From an optimization exercise on the open Yosys and OpenROAD flow, aimed at small area and a short achievable clock period; shortcuts taken in it are not production practice. No run shown here included a check of the RTL's function; only the layout flow was run. Power is estimated from default activity; no workload was simulated.

**flow/design.v**
```verilog
package axis_wconv_pkg;
    function automatic integer wconv_depth(input integer nin, input integer nout);
        wconv_depth = nin + nout;
    endfunction
    function automatic integer wconv_cnt_w(input integer nin, input integer nout);
        wconv_cnt_w = $clog2(nin + nout + 1);
    endfunction
    function automatic bit wconv_params_ok(input integer nin, input integer nout);
        wconv_params_ok = (nin >= 1) && (nout >= 1);
    endfunction
endpackage
module wconv_sbuf
#(
    parameter int B    = 16,
    parameter int NIN  = 12,
    parameter int NOUT = 16
) (
    input  logic              aclk,
    input  logic              s_valid,    
    input  logic              m_ready,    
    input  logic              m_vld,      
    input  logic [4:0]        at,         
    input  logic [NIN*B-1:0]  in_dat,
    output logic [NOUT*B-1:0] head
);
    localparam int GW = 4 * B;      
    localparam int NG = 7;          
    localparam int NI = 3;          
    logic [NG*GW-1:0] grp;
    logic [NG*GW-1:0] grp_n;
    logic             pop;
    logic [NG-1:0]    hold;
    logic [NG*NI-1:0] wr;           
    logic [4:0]       at_le;        
    assign pop = m_ready && m_vld;
    always_comb begin
        at_le[0] = at[0];
        for (int g = 1; g < 5; g++) begin
            at_le[g] = at_le[g-1] || at[g];
        end
        for (int g = 0; g < NG; g++) begin
            for (int k = 0; k < NI; k++) begin
                if (g - k < 0) begin
                    wr[g*NI+k] = 1'b0;
                end else if (g - k == 0) begin
                    wr[g*NI+k] = s_valid && (at[0] || (m_ready && at[4]));
                end else if (g - k < 4) begin
                    wr[g*NI+k] = s_valid && at[g-k];
                end else if (g - k == 4) begin
                    wr[g*NI+k] = s_valid && at[4] && !m_ready;
                end else begin
                    wr[g*NI+k] = 1'b0;
                end
            end
            hold[g] = !(pop || (s_valid && at_le[(g < 4) ? g : 4]));
        end
        for (int g = 0; g < NG; g++) begin
            grp_n[g*GW +: GW] = {GW{hold[g]}} & grp[g*GW +: GW];
            if (g + 4 < NG) begin
                grp_n[g*GW +: GW] = grp_n[g*GW +: GW] | ({GW{pop}} & grp[(g+4)*GW +: GW]);
            end
            for (int k = 0; k < NI; k++) begin
                grp_n[g*GW +: GW] = grp_n[g*GW +: GW] | ({GW{wr[g*NI+k]}} & in_dat[k*GW +: GW]);
            end
        end
    end
    always_ff @(posedge aclk) begin
        grp <= grp_n;
    end
    assign head = grp[NOUT*B-1:0];
endmodule
module axis_wconv_v2
#(
    parameter int B    = 16,
    parameter int NIN  = 12,
    parameter int NOUT = 16
) (
    input  logic              aclk,
    input  logic              areset,
    input  logic              s_axis_tvalid,
    output logic              s_axis_tready,
    input  logic [NIN*B-1:0]  s_axis_tdata,
    input  logic              s_axis_tlast,
    output logic              m_axis_tvalid,
    input  logic              m_axis_tready,
    output logic [NOUT*B-1:0] m_axis_tdata,
    output logic              m_axis_tlast
);
    logic [2:0] cnt_g;       
    logic       flush;
    logic       rdy_r;       
    logic       vld_r;       
    logic       lst_r;       
    logic [4:0] at_r;        
    logic [2:0] cnt_n;
    logic       flush_n;
    logic       rdy_n;
    logic       s_hs;
    logic       m_hs;
    assign s_axis_tready = rdy_r && !areset;
    assign m_axis_tvalid = vld_r && !areset;
    assign m_axis_tlast  = lst_r && !areset;
    assign s_hs = s_axis_tvalid && rdy_r;
    assign m_hs = m_axis_tready && vld_r;
    always_comb begin
        cnt_n   = cnt_g;
        flush_n = flush;
        if (m_hs) begin
            cnt_n = (cnt_g >= 3'd4) ? cnt_g - 3'd4 : 3'd0;
        end
        if (s_hs) begin
            cnt_n = cnt_n + 3'd3;
        end
        if (m_hs && lst_r) begin
            flush_n = 1'b0;
        end else if (s_hs && s_axis_tlast) begin
            flush_n = 1'b1;
        end
        rdy_n = (cnt_n <= 3'd4) && !flush_n;
    end
    always_ff @(posedge aclk) begin
        if (areset) begin
            cnt_g <= 3'd0;
            flush <= 1'b0;
            rdy_r <= 1'b1;
            vld_r <= 1'b0;
            lst_r <= 1'b0;
            at_r  <= 5'b00001;
        end else begin
            cnt_g <= cnt_n;
            flush <= flush_n;
            rdy_r <= rdy_n;
            vld_r <= (cnt_n >= 3'd4) || (flush_n && (cnt_n != 3'd0));
            lst_r <= flush_n && (cnt_n <= 3'd4);
            for (int k = 0; k < 5; k++) begin
                at_r[k] <= rdy_n && (cnt_n == 3'(k));
            end
        end
    end
    wconv_sbuf #(
        .B    (B),
        .NIN  (NIN),
        .NOUT (NOUT)
    ) u_sbuf (
        .aclk    (aclk),
        .s_valid (s_axis_tvalid),
        .m_ready (m_axis_tready),
        .m_vld   (vld_r),
        .at      (at_r),
        .in_dat  (s_axis_tdata),
        .head    (m_axis_tdata)
    );
endmodule
```
**flow/flow/run.sh**
```bash
#!/bin/bash
# Standard layout, with the port buffers made from the smallest buffer cell instead of the
# cell buffer_ports picks by default (a slow delay cell).
set -euo pipefail
export BUFFER_PORTS_ARGS="-buffer_cell sky130_fd_sc_hd__buf_1"
bash standard.sh > make_finish.log 2>&1
```
**flow/standard.sh**
```bash
#!/bin/bash
# synth_recipe.tcl (not shown) runs the flow's synth.tcl, then flattens the netlist and writes it again
# the make line also repeats each setting of config.mk as NAME=value (left out here)
make -C /OpenROAD-flow-scripts/flow DESIGN_CONFIG=/design/flow/config.mk WORK_HOME=/design/flow/orfs CLKGATE_MAP_FILE= SYNTH_SCRIPT=/design/flow/synth_recipe.tcl "${@:-finish}"
```
**flow/config.mk**
```make
export PLATFORM = sky130hd
export DESIGN_NAME = axis_wconv_v2
export DESIGN_NICKNAME = axis_wconv_v2
export VERILOG_FILES = /design/flow/design.v
export SDC_FILE = /design/flow/constraint.sdc
export NUM_CORES = 4
export LEC_CHECK = 0
export CAP_MARGIN = 20
export CORE_MARGIN = 2
export CORE_UTILIZATION = 40
export SETUP_SLACK_MARGIN = 3.7
export SLEW_MARGIN = 20
```
**flow/constraint.sdc**
```tcl
create_clock -name core_clock -period 7.0 [get_ports {aclk}]
set_input_delay 1.4000 -clock core_clock [delete_from_list [all_inputs] [get_ports {aclk}]]
set_output_delay 1.4000 -clock core_clock [all_outputs]
set_load 0.01 [all_outputs]
```
==> results.sh, run 1 <==
export IMPL_status="timing/DRC/antenna clean"
export IMPL_finalSetupTns_ns=0
export IMPL_dp_hpwl_um=37000
export IMPL_grt_total_usage_pct=22.4
export IMPL_vias=17000
export IMPL_cp_required_ns=5.60
export IMPL_cp_slowest_stage_delay_ns=0.15
export IMPL_core_region_area_mm2=0.0491
export IMPL_ys_ff_latch=460
export IMPL_drive_gt1_share_pct=7.63
export IMPL_io_buffers=455
export IMPL_yosysWarningCount=2
export IMPL_die_area_mm2=0.0515
export IMPL_setup_viol=0
export IMPL_gp_congestion=0.828
export IMPL_fin_skew_ns=0.0158
export IMPL_slew_violations=0
export IMPL_first_pass_iters=8
export IMPL_async_flop_share_pct=0
export IMPL_cp_max_fo=9
export IMPL_synth_edf_count=0
export IMPL_layout_common_cells="nand2_1, dfxtp_1, buf_1"
export IMPL_max_freq_ghz=0.309
export IMPL_seq_area_mm2=0.00921
export IMPL_synth_nets=2295
export IMPL_multi_input_area_mm2=0.00770
export IMPL_critPathCaptureType="output port"
export IMPL_power_mw=8.41
export IMPL_cts_tree="built"
export IMPL_grt_pass1_wl_um=91500
export IMPL_initial_utilization_pct=40.5
export IMPL_final_util_pct=44.1
export IMPL_synthCells=2097
export IMPL_grt_pass1_vias=15700
export IMPL_arrival_ns=1.84
export IMPL_drc=0
export IMPL_cellPowerDensity_mw_per_mm2=389
export IMPL_numCtsBuffers=49
export IMPL_fin_ws_ns=3.76
export IMPL_ys_flop_type="dfxtp_1"
export IMPL_die_h_um=227
export IMPL_cp_num_buf_inv=2
export IMPL_htreeDepth=2
export IMPL_avgSynthCellArea_um2=9.48
export IMPL_drtAntennaViolNets=0
export IMPL_clockBufferDepth=3
export IMPL_rsz0062_at_grt="yes"
export IMPL_first_iter_violations=2264
export IMPL_final_nets=2389
export IMPL_drt_vias_per_instance=5.88
export IMPL_clock_sinks=460
export IMPL_relSlewSlack_pct=28.2
export IMPL_insertion_delay_ns=0.58
export IMPL_hold_path_class="flip-flop to flip-flop"
export IMPL_place_ws_ns=3.06
export IMPL_routedWlPerCell_um=21.2
export IMPL_hold_viol=0
export IMPL_top_level_ports=456
export IMPL_worst_setup_path_start_kind="input port"
export IMPL_clk_pin_slew_ns=0.06
export IMPL_netlist_area_mm2=0.0199
export IMPL_yosysSeqAreaShare_pct=46.3
export IMPL_chipWidth_um=227
export IMPL_worstMarginPinSlew_ns=1.08
export IMPL_crit_chain="buf_2, nor2b_1, clkbuf_2"
export IMPL_syn2layout_area_growth_pct=8.88
export IMPL_vdd_ir_drop_max_v=0.000198
export IMPL_ys_types=41
export IMPL_slowest_stage="buf_2"
export IMPL_final_fill_count=4890
export IMPL_overflow=0
export IMPL_critPathKind="input port to output port"
export IMPL_rows=81
export IMPL_critPathTopFamily="buffers and inverters"
export IMPL_post_route_period_util_pct=46.3
export IMPL_final_common_cell="nand2_1"
export IMPL_grt_max_degree=193
export IMPL_antenna_found_initial=5
export IMPL_cap_violations=0
export IMPL_drt_wl_total_um=61400
export IMPL_leakagePower_nw=9.11
export IMPL_fin_crit_ns=3.24
export IMPL_cts_root_buf="clkbuf_16"
Yosys cell counts, types with 2 or more instances:
cell | count | area (µm²)
a221o_1 | 5 | 50.1
a221o_2 | 59 | 664
and3b_1 | 2 | 17.5
nand2b_1 | 2 | 12.5
a22oi_1 | 64 | 480
clkbuf_1 | 76 | 285
and2_1 | 4 | 25.0
a31oi_1 | 2 | 12.5
a22o_1 | 192 | 1680
nor2b_1 | 6 | 37.5
buf_1 | 13 | 48.8
a21oi_1 | 6 | 30.0
xnor2_1 | 2 | 17.5
nand2_1 | 516 | 1940
buf_4 | 267 | 2000
dfxtp_1 | 460 | 9210
a221oi_1 | 64 | 561
a21boi_0 | 2 | 15.0
buf_2 | 64 | 320
buf_6 | 11 | 124
nor2_1 | 3 | 11.3
a222oi_1 | 192 | 1920
nor3b_1 | 2 | 15.0
nor2_2 | 2 | 12.5
inv_1 | 64 | 240
o21a_1 | 2 | 15.0
area by class of cell:
class	instances	share of cell area [%]
timing repair buffer	474	9.17
multi-input combinational	1142	35.6
antenna	5	0.0578
inverter	64	1.11
clock inverter	13	0.913
clock buffer	75	6.82
tap	664	3.84
sequential	460	42.5
cells by family after synthesis:
logic type | share of synthesized area, %
AOI/OAI and AO/OA | 27.6
and+or+nand+nor | 10.7
buffers and inverters | 15.2
DFF | 46.3
xor gates and xnor gates | 0.0881
adders and majority gates | 0.0629
final timing paths:
check,startpoint,to,slack (ns),depth (start not counted)
setup reg to reg,vld_r,u_sbuf.grp[422],4.48,5
setup / recovery,areset,m_axis_tlast,3.76,3
hold / removal,u_sbuf.grp[168],u_sbuf.grp[168],0.43,2
hold reg to reg,u_sbuf.grp[168],u_sbuf.grp[168],0.43,2
state kept, by name, summed over array words and instances (netlist names):
| signal | flops |
|---|---|
| lst_r | 1 |
| rdy_r | 1 |
| cnt_g | 3 |
| flush | 1 |
| at_r | 5 |
| vld_r | 1 |
| u_sbuf.grp | 448 |
worst reg2reg max path, delay by kind of cell (launching register included):
family,cells,cell delay (ns)
DFF,1,0.39
AOI/OAI and AO/OA,1,0.52
and+or+nand+nor,2,0.49
buffers and inverters,2,1.02
power by group:
group / internal, mW / switching, mW / total (mW)
registers: 3.27 / 0.389 / 3.66
logic: 0.711 / 1.34 / 2.06
clock network: 1.63 / 1.07 / 2.70
total: 5.61 / 2.80 / 8.41
layer usage:
metal | wire (µm) | track usage (%)
met1 | 25600 | 30.1
met2 | 28000 | 35.1
met3 | 5740 | 4.93
met4 | 1940 | 9.21
met5 | 40 | 0
repair_timing:
action / in CTS / in global routing
resized for setup: 3 / 5
endpoints found under the setup margin: 11 / 22
buffers inserted: 0 / 0
pin swaps: 0 / 0
hold buffers: 0 / 0
per-stage QoR:
step / area (µm²) / hold slack, ns / cells
final: 21600 / 0.432 / 2897
after global routing: 21600 / 0.449 / 2894
after floorplan: 19900 / 0.414 / 2097
after global placement: 19900 / 0.423 / 2801
after CTS: 21600 / 0.437 / 2891
after detailed placement: 19900 / 0.429 / 2803
==> run 2: changes to the inputs <==
--- a/flow/config.mk
+++ b/flow/config.mk
@@ -9,4 +9,7 @@
 export CORE_MARGIN = 2
 export CORE_UTILIZATION = 40
+export CTS_BUF_LIST = sky130_fd_sc_hd__clkbuf_4 sky130_fd_sc_hd__clkbuf_8
+export CTS_CLUSTER_DIAMETER = 60
+export CTS_CLUSTER_SIZE = 20
 export SETUP_SLACK_MARGIN = 3.7
 export SLEW_MARGIN = 20
==> results.sh, run 2 <==
export IMPL_slowest_stage="buf_2"
export IMPL_yosysWarningCount=2
export IMPL_gp_congestion=0.828
export IMPL_cts_setup_buffers=0
export IMPL_r2r_slack_ns=4.46
export IMPL_synth_area_leader_cell="dfxtp_1"
export IMPL_die_h_um=227
export IMPL_rr_endpoint="u_sbuf.grp[447]"
export IMPL_initial_utilization_pct=40.5
export IMPL_synth_top_family_by_area="compound AO/OA/AOI/OAI gates"
export IMPL_post_route_period_util_pct=46.4
export IMPL_die_area_mm2=0.0515
export IMPL_top_level_ports=456
export IMPL_clk_pin_slew_ns=0.07
export IMPL_crit_chain="buf_2, nor2b_1, clkbuf_2"
export IMPL_final_common_cell="nand2_1"
export IMPL_finalSetupTns_ns=0
export IMPL_grt_max_degree=193
export IMPL_first_iter_violations=2325
export IMPL_avgSynthCellArea_um2=9.48
export IMPL_largest_reg_flops=448
export IMPL_cp_max_fo=9
export IMPL_clock_sinks=460
export IMPL_dp_cells=2803
export IMPL_insertion_delay_ns=0.62
export IMPL_cellPowerDensity_mw_per_mm2=356
export IMPL_top_regs="u_sbuf.grp x448, at_r x5, cnt_g x3"
export IMPL_leakagePower_nw=8.73
export IMPL_setup_viol=0
export IMPL_cp_slowest_stage_delay_ns=0.15
export IMPL_rsz0062_at_grt="yes"
export IMPL_grt_pass1_vias=15400
export IMPL_cts_root_buf="clkbuf_8"
export IMPL_synth_edf_count=0
export IMPL_critPathCaptureType="output port"
export IMPL_critPathKind="input port to output port"
export IMPL_timing_hold_ws_ns=0.435
export IMPL_core_region_area_mm2=0.0491
export IMPL_reg2reg_depth=5
export IMPL_first_pass_iters=9
export IMPL_drive_gt1_share_pct=7.42
export IMPL_routedWlPerCell_um=21.2
export IMPL_yosysSeqAreaShare_pct=46.3
export IMPL_ys_ff_latch=460
export IMPL_synth_nets=2295
export IMPL_ys_flop_type="dfxtp_1"
export IMPL_arrival_ns=1.85
export IMPL_hold_path_class="flip-flop to flip-flop"
export IMPL_final_util_pct=42.5
export IMPL_synth_common_cells="nand2_1, dfxtp_1, buf_4, a222oi_1, a22o_1"
export IMPL_layout_common_cells="nand2_1, dfxtp_1, buf_1"
export IMPL_synthCells=2097
export IMPL_max_freq_ghz=0.308
export IMPL_cap_violations=0
export IMPL_async_flop_share_pct=0
export IMPL_antenna_found_initial=5
export IMPL_drtAntennaViolNets=0
export IMPL_io_buffers=455
export IMPL_relSlewSlack_pct=29.6
export IMPL_final_fill_count=4970
export IMPL_crit_path_end="m_axis_tvalid"
export IMPL_startpoint="areset"
export IMPL_final_nets=2378
export IMPL_yosys_area_share_simple_pct=10.7
export IMPL_power_mw=7.44
export IMPL_holdBufCountCts=0
export IMPL_syn2layout_area_growth_pct=4.95
export IMPL_numCtsBuffers=38
export IMPL_netlist_area_mm2=0.0199
export IMPL_clockBufferDepth=3
export IMPL_chipWidth_um=227
export IMPL_fin_skew_ns=0.0313
export IMPL_vdd_ir_drop_max_v=0.000202
export IMPL_netlist_top_cells_area="dfxtp_1, buf_4, nand2_1"
export IMPL_synth_compound_area_share_pct=27.6
export IMPL_synth_xor_area_share_pct=0.0881
export IMPL_fin_crit_ns=3.25
export IMPL_hold_viol=0
export IMPL_rows=81
export IMPL_worst_setup_path_start_kind="input port"
export IMPL_htreeDepth=2
export IMPL_top_register="u_sbuf.grp"
export IMPL_dp_hpwl_um=37000
export IMPL_drt_wl_total_um=61000
export IMPL_yosysMostFrequentCell="nand2_1"
export IMPL_synth_fa_ha_area_share_pct=0.0629
export IMPL_cts_tree="built"
export IMPL_ys_types=41
export IMPL_worstMarginPinSlew_ns=1.06
export IMPL_drc=0
export IMPL_reg2reg_from="vld_r"
export IMPL_status="timing/DRC/antenna clean"
export IMPL_grt_pass1_wl_um=91100
export IMPL_yosysTopAreaCellShare_pct=46.3
export IMPL_grt_total_usage_pct=22.2
export IMPL_slew_violations=0
export IMPL_drt_vias_per_instance=5.85
export IMPL_finalNonFillerCells=2878
export IMPL_muxShareOfSynthArea_pct=0
export IMPL_overflow=0
export IMPL_vias=16800
export IMPL_cp_required_ns=5.60
run 2: cell count changes in the layout (fill, tap and decap cells not counted), sizes merged:
| cell | previous run | this run |
|---|---|---|
| clkbuf | 78 | 50 |
| clkinvlp | 0 | 3 |
| inv | 65 | 73 |
| bufinv | 5 | 2 |
| clkinv | 7 | 8 |
run 2: critical path: cells and delay by family:
kind                   cells  cell delay [ns]
buffers and inverters      2             0.30
AND/OR/NAND/NOR            1             0.15
run 2: worst min-delay path by stage:
stage	cells past startpoint	slack (ns)	start	endpoint
after CTS	2	0.44	u_sbuf.grp[135]	u_sbuf.grp[135]
final	2	0.44	u_sbuf.grp[135]	u_sbuf.grp[135]
after global placement	2	0.42	u_sbuf.grp[366]	u_sbuf.grp[366]
after floorplan	2	0.41	u_sbuf.grp[321]	u_sbuf.grp[321]
after global routing	2	0.45	u_sbuf.grp[383]	u_sbuf.grp[383]
after detailed placement	2	0.43	u_sbuf.grp[353]	u_sbuf.grp[353]
run 2: timing repair:
item	in CTS	in global routing
endpoints found under the setup margin	3	85
resized for setup	1	4
endpoints found under the hold margin	0	0
run 2: routing by layer:
layer	routed length [µm]	up-vias	part of all wire, %	global-route usage, %
li1	-	7752	-	-
met4	1570	6	2.6	7.23
met3	5880	100	9.6	5.60
met5	37	-	0.061	0
met2	28000	862	46	35.0
met1	25400	8107	42	29.9
run 2: power breakdown:
part | total (mW) | leakage [nW] | switching [mW] | internal (mW)
Sequential | 3.65 | 3.79 | 0.387 | 3.26
Combinational | 2.05 | 4.49 | 1.34 | 0.712
Clock | 1.74 | 0.452 | 1.01 | 0.722
Total | 7.44 | 8.73 | 2.74 | 4.70
run 2: final cells by class:
cell class | instances | area, µm² | share of cell area, %
Sequential cell | 460 | 9210 | 44.1
Multi-Input combinational cell | 1142 | 7700 | 36.9
Timing Repair Buffer | 474 | 1990 | 9.52
Tap cell | 664 | 831 | 3.98
Clock buffer | 47 | 628 | 3.01
Clock inverter | 22 | 264 | 1.27
Inverter | 64 | 240 | 1.15
Antenna cell | 5 | 12.5 | 0.0600
run 2: logic make-up after synthesis:
family | Yosys count
AND/OR/NAND/NOR | 544
adder cells (fa/ha/maj) | 1
flip-flops | 460
XOR/XNOR | 2
AO/OA/AOI/OAI | 595
buffers and inverters | 495
run 2: through the flow:
stage / setup slack [ns] / area, µm²
6_report: 3.75 / 20900
5_1_grt: 3.69 / 20900
3_3_place_gp: 3.11 / 19900
4_1_cts: 3.73 / 20800
3_5_place_dp: 3.06 / 19900
2_1_floorplan: 4.02 / 19900
==> run 3: changes to the inputs <==
--- a/flow/config.mk
+++ b/flow/config.mk
@@ -8,8 +8,8 @@
 export CAP_MARGIN = 20
 export CORE_MARGIN = 2
-export CORE_UTILIZATION = 40
+export CORE_UTILIZATION = 55
 export CTS_BUF_LIST = sky130_fd_sc_hd__clkbuf_4 sky130_fd_sc_hd__clkbuf_8
-export CTS_CLUSTER_DIAMETER = 60
-export CTS_CLUSTER_SIZE = 20
+export CTS_CLUSTER_DIAMETER = 50
+export CTS_CLUSTER_SIZE = 16
 export SETUP_SLACK_MARGIN = 3.7
 export SLEW_MARGIN = 20
==> results.sh, run 3 <==
export IMPL_worstMarginPinSlew_ns=1.15
export IMPL_critPathCaptureType="flip-flop"
export IMPL_critPathKind="input port to flip-flop"
export IMPL_first_pass_iters=10
export IMPL_insertion_delay_ns=0.64
export IMPL_ys_flop_type="dfxtp_1"
export IMPL_grt_busiest_layer="met2"
export IMPL_vdd_ir_drop_max_v=0.000259
export IMPL_drc=0
export IMPL_antenna_found_initial=8
export IMPL_cp_required_ns=7.55
export IMPL_die_h_um=194
export IMPL_io_buffers=455
export IMPL_synth_area_leader_cell="dfxtp_1"
export IMPL_met2_usage_pct=45.5
export IMPL_clockBufferDepth=3
export IMPL_grt_pass1_vias=15300
export IMPL_status="timing/DRC/antenna clean"
export IMPL_final_common_cell="nand2_1"
export IMPL_rsz0062_at_grt="yes"
export IMPL_grt_total_usage_pct=30.0
export IMPL_overflow=0
export IMPL_arrival_ns=3.79
export IMPL_dp_hpwl_um=35600
export IMPL_synth_common_cells="nand2_1, dfxtp_1, buf_4, a222oi_1, a22o_1"
export IMPL_core_region_area_mm2=0.0356
export IMPL_grt_pass1_wl_um=91300
export IMPL_hold_path_class="flip-flop to flip-flop"
export IMPL_netlist_area_mm2=0.0199
export IMPL_top_register="u_sbuf.grp"
export IMPL_grt_util_met1_pct=41.4
export IMPL_grt_max_degree=193
export IMPL_ys_ff_latch=460
export IMPL_die_area_mm2=0.0377
export IMPL_setup_viol=0
export IMPL_async_flop_share_pct=0
export IMPL_initial_utilization_pct=55.9
export IMPL_worst_setup_path_start_kind="input port"
export IMPL_drt_vias_per_instance=6.37
export IMPL_clock_sinks=460
export IMPL_syn2layout_area_growth_pct=3.22
export IMPL_largest_reg_flops=448
export IMPL_power_mw=7.43
export IMPL_synthCells=2097
export IMPL_cp_max_fo=91
export IMPL_gp_congestion=0.832
export IMPL_cellPowerDensity_mw_per_mm2=362
export IMPL_top_regs="u_sbuf.grp x448, at_r x5, cnt_g x3"
export IMPL_yosysTopAreaCellShare_pct=46.3
export IMPL_layout_common_cells="nand2_1, dfxtp_1, buf_1"
export IMPL_ys_types=41
export IMPL_drtAntennaViolNets=0
export IMPL_drive_gt1_share_pct=7.42
export IMPL_synth_nets=2295
export IMPL_leakagePower_nw=8.70
export IMPL_cts_setup_buffers=0
export IMPL_netlist_top_cells_area="dfxtp_1, buf_4, nand2_1"
export IMPL_fin_crit_ns=3.24
export IMPL_cts_root_buf="clkbuf_8"
export IMPL_drt_wl_total_um=61300
export IMPL_routedWlPerCell_um=22.9
export IMPL_final_fill_count=3296
export IMPL_first_iter_violations=2517
export IMPL_synth_edf_count=0
export IMPL_vias=17000
export IMPL_relSlewSlack_pct=22.9
export IMPL_finalSetupTns_ns=0
export IMPL_htreeDepth=2
export IMPL_fin_skew_ns=0.0428
export IMPL_rows=69
export IMPL_clk_pin_slew_ns=0.08
export IMPL_yosysSeqAreaShare_pct=46.3
export IMPL_numCtsBuffers=41
export IMPL_avgSynthCellArea_um2=9.48
export IMPL_grt_use_met3_pct=7.13
export IMPL_cts_tree="built"
export IMPL_hold_viol=0
export IMPL_max_freq_ghz=0.308
export IMPL_final_nets=2380
export IMPL_post_route_period_util_pct=46.3
export IMPL_chipWidth_um=194
export IMPL_cap_violations=0
export IMPL_slew_violations=0
export IMPL_top_level_ports=456
export IMPL_yosysMostFrequentCell="nand2_1"
export IMPL_yosysWarningCount=2
-- run 3: path summary, 6_finish.rpt --
path                         from               to  slack (ns)  depth (start not counted)
setup / recovery    s_axis_tvalid  u_sbuf.grp[211]        3.76                          5
setup reg to reg            vld_r  u_sbuf.grp[243]        4.44                          4
hold / removal    u_sbuf.grp[147]  u_sbuf.grp[147]        0.44                          2
hold reg to reg   u_sbuf.grp[147]  u_sbuf.grp[147]        0.44                          2
-- run 3: cell families after synthesis --
group / count (synthesis) / share of synthesized area [%]
XOR/XNOR: 2 / 0.0881
flip-flops: 460 / 46.3
adder cells (fa/ha/maj): 1 / 0.0629
buffers and inverters: 495 / 15.2
AND/OR/NAND/NOR: 544 / 10.7
AO/OA/AOI/OAI: 595 / 27.6
-- run 3: cell type report --
type,count,area (µm²),area share (%)
antenna,1,2.50,0.0122
clock buffer,49,656,3.19
clock inverter,22,234,1.14
inverter,64,240,1.17
multi-input combinational,1145,7720,37.6
sequential,460,9210,44.9
tap,461,577,2.81
timing repair buffer,470,1890,9.19
-- run 3: repair_timing --
item / 4_1_cts / 5_1_grt
endpoints found under the setup margin: 2 / 64
hold buffers: 0 / 0
gates cloned: 0 / 3
resized for setup: 1 / 2
pin swaps: 0 / 3
-- run 3: layer usage --
layer	up-vias	share of wire (%)	routed length [µm]
met5	-	0.15	92
met2	919	44	27200
met3	119	10	6370
li1	7749	-	-
met1	8230	42	25600
met4	14	3.4	2080
-- run 3: per-stage QoR --
step / hold WS [ns] / area (µm²) / utilization [%] / cells / setup slack, ns
after global placement: 0.423 / 19600 / 55.1 / 2597 / 3.17
final: 0.439 / 20500 / 57.7 / 2672 / 3.76
after global routing: 0.454 / 20500 / 57.7 / 2671 / 3.68
after detailed placement: 0.428 / 19600 / 55.1 / 2597 / 3.15
after floorplan: 0.414 / 19900 / - / 2097 / 4.02
after CTS: 0.441 / 20500 / 57.6 / 2668 / 3.75
-- run 3: critical path, stage by stage --
cell and delay, ns:
buf_1 0.61, and2_4 0.47, buf_4 0.86, a22o_1 0.24, a221o_2 0.10
-- run 3: power breakdown --
group          total (mW)  switching (mW)  internal (mW)  leakage (nW)
sequential           3.65           0.383           3.26          3.79
clock                1.73           0.974          0.759         0.459
combinational        2.05            1.36          0.693          4.45
==> run 4: changes to the inputs <==
==> flow/config.mk (replaced) <==
export PLATFORM = sky130hd
export DESIGN_NAME = axis_wconv_v2
export DESIGN_NICKNAME = axis_wconv_v2
export VERILOG_FILES = /design/flow/design.v
export SDC_FILE = /design/flow/constraint.sdc
export NUM_CORES = 4
export LEC_CHECK = 0
export CAP_MARGIN = 20
export CORE_MARGIN = 2
export CORE_UTILIZATION = 40
export CTS_BUF_LIST = sky130_fd_sc_hd__clkbuf_16
export CTS_CLUSTER_DIAMETER = 60
export CTS_CLUSTER_SIZE = 24
export SETUP_SLACK_MARGIN = 3.7
export SLEW_MARGIN = 20
==> results.sh, run 4 <==
export IMPL_timing_hold_ws_ns=0.433
export IMPL_cts_tree="built"
export IMPL_ys_flop_type="dfxtp_1"
export IMPL_top_register="u_sbuf.grp"
export IMPL_netlist_area_mm2=0.0199
export IMPL_chipWidth_um=227
export IMPL_cp_max_fo=9
export IMPL_grt_pass1_wl_um=91200
export IMPL_final_fill_count=4922
export IMPL_worstMarginPinSlew_ns=1.06
export IMPL_synth_xor_area_share_pct=0.0881
export IMPL_numCtsBuffers=38
export IMPL_arrival_ns=1.85
export IMPL_min_from="u_sbuf.grp[135]"
export IMPL_top_level_ports=456
export IMPL_hold_viol=0
export IMPL_leakagePower_nw=8.93
export IMPL_rr_endpoint="u_sbuf.grp[425]"
export IMPL_insertion_delay_ns=0.56
export IMPL_cellPowerDensity_mw_per_mm2=375
export IMPL_critPathKind="input port to output port"
export IMPL_core_region_area_mm2=0.0491
export IMPL_grt_pass1_vias=15500
export IMPL_yosys_area_share_simple_pct=10.7
export IMPL_clk_pin_slew_ns=0.05
export IMPL_vias=16900
export IMPL_rsz0062_at_grt="yes"
export IMPL_drt_vias_per_instance=5.86
export IMPL_netlist_top_cells_area="dfxtp_1, buf_4, nand2_1"
export IMPL_largest_reg_flops=448
export IMPL_worst_setup_path_start_kind="input port"
export IMPL_startpoint="areset"
export IMPL_die_area_mm2=0.0515
export IMPL_fin_skew_ns=0.0184
export IMPL_holdBufCountCts=0
export IMPL_clockBufferDepth=3
export IMPL_post_route_period_util_pct=46.4
export IMPL_synth_nets=2295
export IMPL_cp_required_ns=5.60
export IMPL_final_common_cell="nand2_1"
export IMPL_synth_top_family_by_area="compound AO/OA/AOI/OAI gates"
export IMPL_die_h_um=227
export IMPL_overflow=0
export IMPL_avgSynthCellArea_um2=9.48
export IMPL_r2r_slack_ns=4.50
export IMPL_io_buffers=455
export IMPL_cts_root_buf="clkbuf_16"
export IMPL_muxShareOfSynthArea_pct=0
export IMPL_drtAntennaViolNets=0
export IMPL_synth_fa_ha_area_share_pct=0.0629
export IMPL_syn2layout_area_growth_pct=7.05
export IMPL_grt_total_usage_pct=22.3
export IMPL_vdd_ir_drop_max_v=0.000225
export IMPL_drt_wl_total_um=61100
export IMPL_setup_viol=0
export IMPL_ys_ff_latch=460
export IMPL_critPathCaptureType="output port"
export IMPL_synthCells=2097
export IMPL_dp_hpwl_um=37000
export IMPL_hold_path_class="flip-flop to flip-flop"
export IMPL_top_regs="u_sbuf.grp x448, at_r x5, cnt_g x3"
export IMPL_synth_edf_count=0
export IMPL_fin_crit_ns=3.25
export IMPL_rows=81
export IMPL_reg2reg_from="vld_r"
export IMPL_final_util_pct=43.4
export IMPL_layout_common_cells="nand2_1, dfxtp_1, buf_1"
export IMPL_slew_violations=0
export IMPL_async_flop_share_pct=0
export IMPL_relSlewSlack_pct=29.0
export IMPL_antenna_found_initial=5
export IMPL_drc=0
export IMPL_yosysTopAreaCellShare_pct=46.3
export IMPL_yosysMostFrequentCell="nand2_1"
export IMPL_status="timing/DRC/antenna clean"
export IMPL_yosysSeqAreaShare_pct=46.3
export IMPL_htreeDepth=2
export IMPL_cts_setup_buffers=0
export IMPL_gp_congestion=0.828
export IMPL_synth_compound_area_share_pct=27.6
export IMPL_max_freq_ghz=0.308
export IMPL_synth_area_leader_cell="dfxtp_1"
export IMPL_final_nets=2378
export IMPL_grt_max_degree=193
export IMPL_crit_path_end="m_axis_tvalid"
export IMPL_clock_sinks=460
export IMPL_synth_common_cells="nand2_1, dfxtp_1, buf_4, a222oi_1, a22o_1"
export IMPL_routedWlPerCell_um=21.2
export IMPL_reg2reg_depth=5
export IMPL_initial_utilization_pct=40.5
export IMPL_ys_types=41
export IMPL_drive_gt1_share_pct=7.15
export IMPL_finalSetupTns_ns=0
export IMPL_first_pass_iters=10
export IMPL_cap_violations=0
export IMPL_yosysWarningCount=2
export IMPL_first_iter_violations=2297
run 4: worst min path at each step:
stage	endpoint	slack [ns]	depth (start not counted)
2_1_floorplan	u_sbuf.grp[321]	0.41	2
3_3_place_gp	u_sbuf.grp[366]	0.42	2
3_5_place_dp	u_sbuf.grp[353]	0.43	2
4_1_cts	u_sbuf.grp[135]	0.44	2
5_1_grt	u_sbuf.grp[383]	0.45	2
6_report	u_sbuf.grp[135]	0.43	2
run 4: final cells by class:
type,count,area (µm²),share of cell area [%]
inverter,64,240,1.13
sequential,460,9210,43.3
antenna,5,12.5,0.0588
clock buffer,39,976,4.59
timing repair buffer,474,1990,9.36
tap,664,831,3.90
multi-input combinational,1142,7700,36.2
clock inverter,30,327,1.53
run 4: logic make-up (layout without fill, tap and decap cells):
family          after synthesis  after routing
fa+ha+maj                     1              1
buf+inv                     495            607
compound gates              595            595
other cells                   0              5
simple gates                544            544
xor+xnor                      2              2
flops                       460            460
run 4: power by group:
group	internal (mW)	total [mW]	switching (mW)
Clock	1.15	2.27	1.12
Combinational	0.713	2.05	1.34
Sequential	3.26	3.65	0.388
Total	5.13	7.98	2.85
run 4: timing repair:
item | CTS | global route
pin swaps | 0 | 1
gates resized for setup | 3 | 5
setup endpoints to repair | 33 | 27
run 4: layer usage:
| layer | up-vias | share of wire, % | GRT usage (%) |
|---|---|---|---|
| li1 | 7759 | - | - |
| met1 | 8173 | 42 | 29.8 |
| met2 | 820 | 46 | 35.0 |
| met3 | 108 | 9.4 | 5.42 |
| met4 | 6 | 3.0 | 8.43 |
| met5 | - | 0.061 | 0 |
run 4: metrics by stage:
step,cell area (µm²),setup slack (ns),power [mW],instances
final,21300,3.75,7.98,2878
after global routing,21300,3.69,8.40,2875
after global placement,19900,3.11,5.68,2801
after floorplan,19900,4.02,5.47,2097
after CTS,21200,3.73,8.02,2872
after detailed placement,19900,3.06,5.75,2803
run 4: critical path: stages:
cell	delay (ns)
buf_2	0.15
nor2b_1	0.14
clkbuf_2	0.15
==> run 5: changes to the inputs <==
--- a/flow/config.mk
+++ b/flow/config.mk
@@ -12,4 +12,4 @@
 export CTS_CLUSTER_DIAMETER = 60
 export CTS_CLUSTER_SIZE = 24
-export SETUP_SLACK_MARGIN = 3.7
+export SETUP_SLACK_MARGIN = 3.85
 export SLEW_MARGIN = 20
==> results.sh, run 5 <==
export IMPL_yosysMostFrequentCell="nand2_1"
export IMPL_critPathTopFamily="buffers and inverters"
export IMPL_vias=16900
export IMPL_avgSynthCellArea_um2=9.48
export IMPL_leakagePower_nw=8.94
export IMPL_cellPowerDensity_mw_per_mm2=374
export IMPL_reg2reg_depth=5
export IMPL_synth_common_cells="nand2_1, dfxtp_1, buf_4, a222oi_1, a22o_1"
export IMPL_cts_root_buf="clkbuf_16"
export IMPL_top_register="u_sbuf.grp"
export IMPL_overflow=0
export IMPL_cts_tree="built"
export IMPL_hold_viol=0
export IMPL_yosysSeqAreaShare_pct=46.3
export IMPL_hold_path_class="flip-flop to flip-flop"
export IMPL_slew_violations=0
export IMPL_first_iter_violations=2292
export IMPL_numCtsBuffers=38
export IMPL_pwr_share_comb_pct=25.8
export IMPL_largest_reg_flops=448
export IMPL_arrival_ns=3.67
export IMPL_synth_nets=2295
export IMPL_startpoint="s_axis_tvalid"
export IMPL_critPathKind="input port to flip-flop"
export IMPL_p_int_mw=5.13
export IMPL_die_area_mm2=0.0515
export IMPL_ys_ff_latch=460
export IMPL_synth_edf_count=0
export IMPL_worst_setup_path_start_kind="input port"
export IMPL_yosysWarningCount=2
export IMPL_htreeDepth=2
export IMPL_yosysTopAreaCellShare_pct=46.3
export IMPL_die_h_um=227
export IMPL_switching_share_pct=35.7
export IMPL_ys_flop_type="dfxtp_1"
export IMPL_grt_max_degree=193
export IMPL_vdd_ir_drop_max_v=0.000224
export IMPL_cp_required_ns=7.50
export IMPL_ys_types=41
export IMPL_core_region_area_mm2=0.0491
export IMPL_reg2reg_from="vld_r"
export IMPL_insertion_delay_ns=0.56
export IMPL_critPathCaptureType="flip-flop"
export IMPL_clockBufferDepth=3
export IMPL_hold_end="u_sbuf.grp[135]"
export IMPL_fin_skew_ns=0.0189
export IMPL_power_frac_seq_pct=45.7
export IMPL_top_regs="u_sbuf.grp x448, at_r x5, cnt_g x3"
export IMPL_rsz0062_at_grt="yes"
export IMPL_initial_utilization_pct=40.5
export IMPL_first_pass_iters=11
export IMPL_dp_hpwl_um=37000
export IMPL_fin_crit_ns=3.17
export IMPL_clkPwrFrac_pct=28.5
export IMPL_top_level_ports=456
export IMPL_hold_depth=2
export IMPL_final_common_cell="nand2_1"
export IMPL_setup_viol=0
export IMPL_routedWlPerCell_um=21.3
export IMPL_rows=81
export IMPL_cap_violations=0
export IMPL_drive_gt1_share_pct=7.33
export IMPL_cp_max_fo=82
export IMPL_synthCells=2097
export IMPL_min_from="u_sbuf.grp[135]"
export IMPL_netlist_top_cells_area="dfxtp_1, buf_4, nand2_1"
export IMPL_synth_area_leader_cell="dfxtp_1"
export IMPL_cp_num_buf_inv=2
export IMPL_p_sw_mw=2.85
export IMPL_antenna_found_initial=5
export IMPL_io_buffers=455
export IMPL_drt_vias_per_instance=5.87
export IMPL_rr_endpoint="u_sbuf.grp[422]"
export IMPL_grt_total_usage_pct=22.5
export IMPL_status="timing/DRC/antenna clean"
export IMPL_drt_wl_total_um=61300
export IMPL_drtAntennaViolNets=0
export IMPL_worstMarginPinSlew_ns=1.10
export IMPL_power_mw=7.98
export IMPL_gp_congestion=0.828
export IMPL_slowest_stage="and2_4"
export IMPL_async_flop_share_pct=0
export IMPL_finalSetupTns_ns=0
export IMPL_syn2layout_area_growth_pct=7.27
export IMPL_chipWidth_um=227
export IMPL_r2r_slack_ns=4.68
export IMPL_cp_slowest_stage_delay_ns=0.67
export IMPL_crit_chain="buf_1, and2_4, buf_6, a22o_1, a221o_2"
export IMPL_netlist_area_mm2=0.0199
export IMPL_grt_pass1_wl_um=91700
export IMPL_post_route_period_util_pct=45.2
export IMPL_grt_pass1_vias=15600
export IMPL_clock_sinks=460
export IMPL_max_freq_ghz=0.316
export IMPL_layout_common_cells="nand2_1, dfxtp_1, buf_1"
export IMPL_final_nets=2379
export IMPL_relSlewSlack_pct=26.8
export IMPL_clk_pin_slew_ns=0.07
export IMPL_drc=0
-- run 5: timing repair --
| item | CTS | global route |
|---|---|---|
| setup endpoints to repair | 278 | 270 |
| pin swaps | 1 | 1 |
| gates resized for setup | 8 | 16 |
| setup buffers | 1 | 0 |
| cloned | 1 | 0 |
| hold buffers | 0 | 0 |
-- run 5: kinds of logic (layout without fill, tap and decap cells) --
| kind of cell | Yosys count | in the layout | share of synthesized area (%) |
|---|---|---|---|
| adders and majority gates | 1 | 1 | 0.0629 |
| other | 0 | 5 | 0 |
| AOI/OAI and AO/OA | 595 | 595 | 27.6 |
| buffers and inverters | 495 | 607 | 15.2 |
| and+or+nand+nor | 544 | 545 | 10.7 |
| DFF | 460 | 460 | 46.3 |
| xor gates and xnor gates | 2 | 2 | 0.0881 |
-- run 5: worst max-delay path by stage --
stage	end	depth (start not counted)
final	u_sbuf.grp[236]	5
after global routing	u_sbuf.grp[240]	5
after CTS	m_axis_tlast	3
after detailed placement	u_sbuf.grp[246]	5
after global placement	u_sbuf.grp[251]	5
after floorplan	m_axis_tlast	1
-- run 5: area by class of cell --
type / instances / area [µm²]
inverters: 64 / 240
repair buffers: 474 / 2010
multi-input cells: 1143 / 7720
diodes: 5 / 12.5
flip-flops and latches: 460 / 9210
fillers: 4920 / 27700
well taps: 664 / 831
clock inverters: 30 / 327
clock buffers: 39 / 976
-- run 5: metal layers --
metal  vias up  global-route usage (%)  routed length (µm)
met5         -                       0                  37
met1      8164                    30.0               25500
li1       7767                       -                   -
met4         6                    8.62                1890
met2       837                    35.1               28300
met3       112                    5.55                5630
-- run 5: metrics by stage --
step           utilization [%]  std cells  area, µm²  hold WS, ns  setup WS, ns
3_5_place_dp              40.6       2803      19900        0.429          3.06
2_1_floorplan                -       2097      19900        0.414          4.02
4_1_cts                   43.3       2874      21300        0.437          3.80
3_3_place_gp              40.5       2801      19900        0.423          3.11
5_1_grt                   43.5       2876      21300        0.452          3.71
6_report                  43.5       2879      21300        0.433          3.83
-- run 5: power by group through the flow --
stage / Clock (mW) / Sequential, mW / Combinational [mW]
CTS: 2.32 / 3.65 / 2.06
global route: 2.42 / 3.72 / 2.27
detailed placement: 0 / 3.70 / 2.05
finish: 2.27 / 3.65 / 2.06
floorplan: 0 / 3.56 / 1.90
global placement: 0 / 3.68 / 2.00
-- run 5: worst register-to-register path, cell delays in order, from the launching register on --
cell	delay (ns)
dfxtp_1	0.35
and2_4	0.29
buf_12	0.27
nor3_4	0.27
buf_12	0.68
a22o_1	0.40

==> separate check: timing with driven ports <==
How much do the figures lean on ideal ports? The routed layouts below were timed once more, with nothing changed but the port constraints.
Step 1 sets driving cells, clkbuf_16 on the clock port and buf_2 on the other inputs (assumed; they add their load-dependent delay and slew).
Step 2 adds t to the input delays and takes it off the output delays; t is the mean of the earliest and latest rising clock arrival at the registers after step 1. Input paths then give back, and output paths get back, about the clock's delay inside the block.
Slacks: ideal ports / drivers / drivers and shift; pairs: ideal ports / drivers.
run	shift t [ns]	slack for setup (ns)	cell pins on the clock port's net
run 1	0.633	3.761 / 3.739 / 3.209	1
run 2	0.675	3.751 / 3.731 / 3.219	1
run 3	0.675	3.757 / 3.740 / 3.105	1
run 4	0.609	3.753 / 3.731 / 3.233	1
run 5	0.610	3.834 / 3.827 / 3.250	1
After both steps setup and hold are still met in every run listed. For run 3, which loses most, drivers alone change the setup slack by -0.017 ns; drivers and shift together by -0.652 ns.
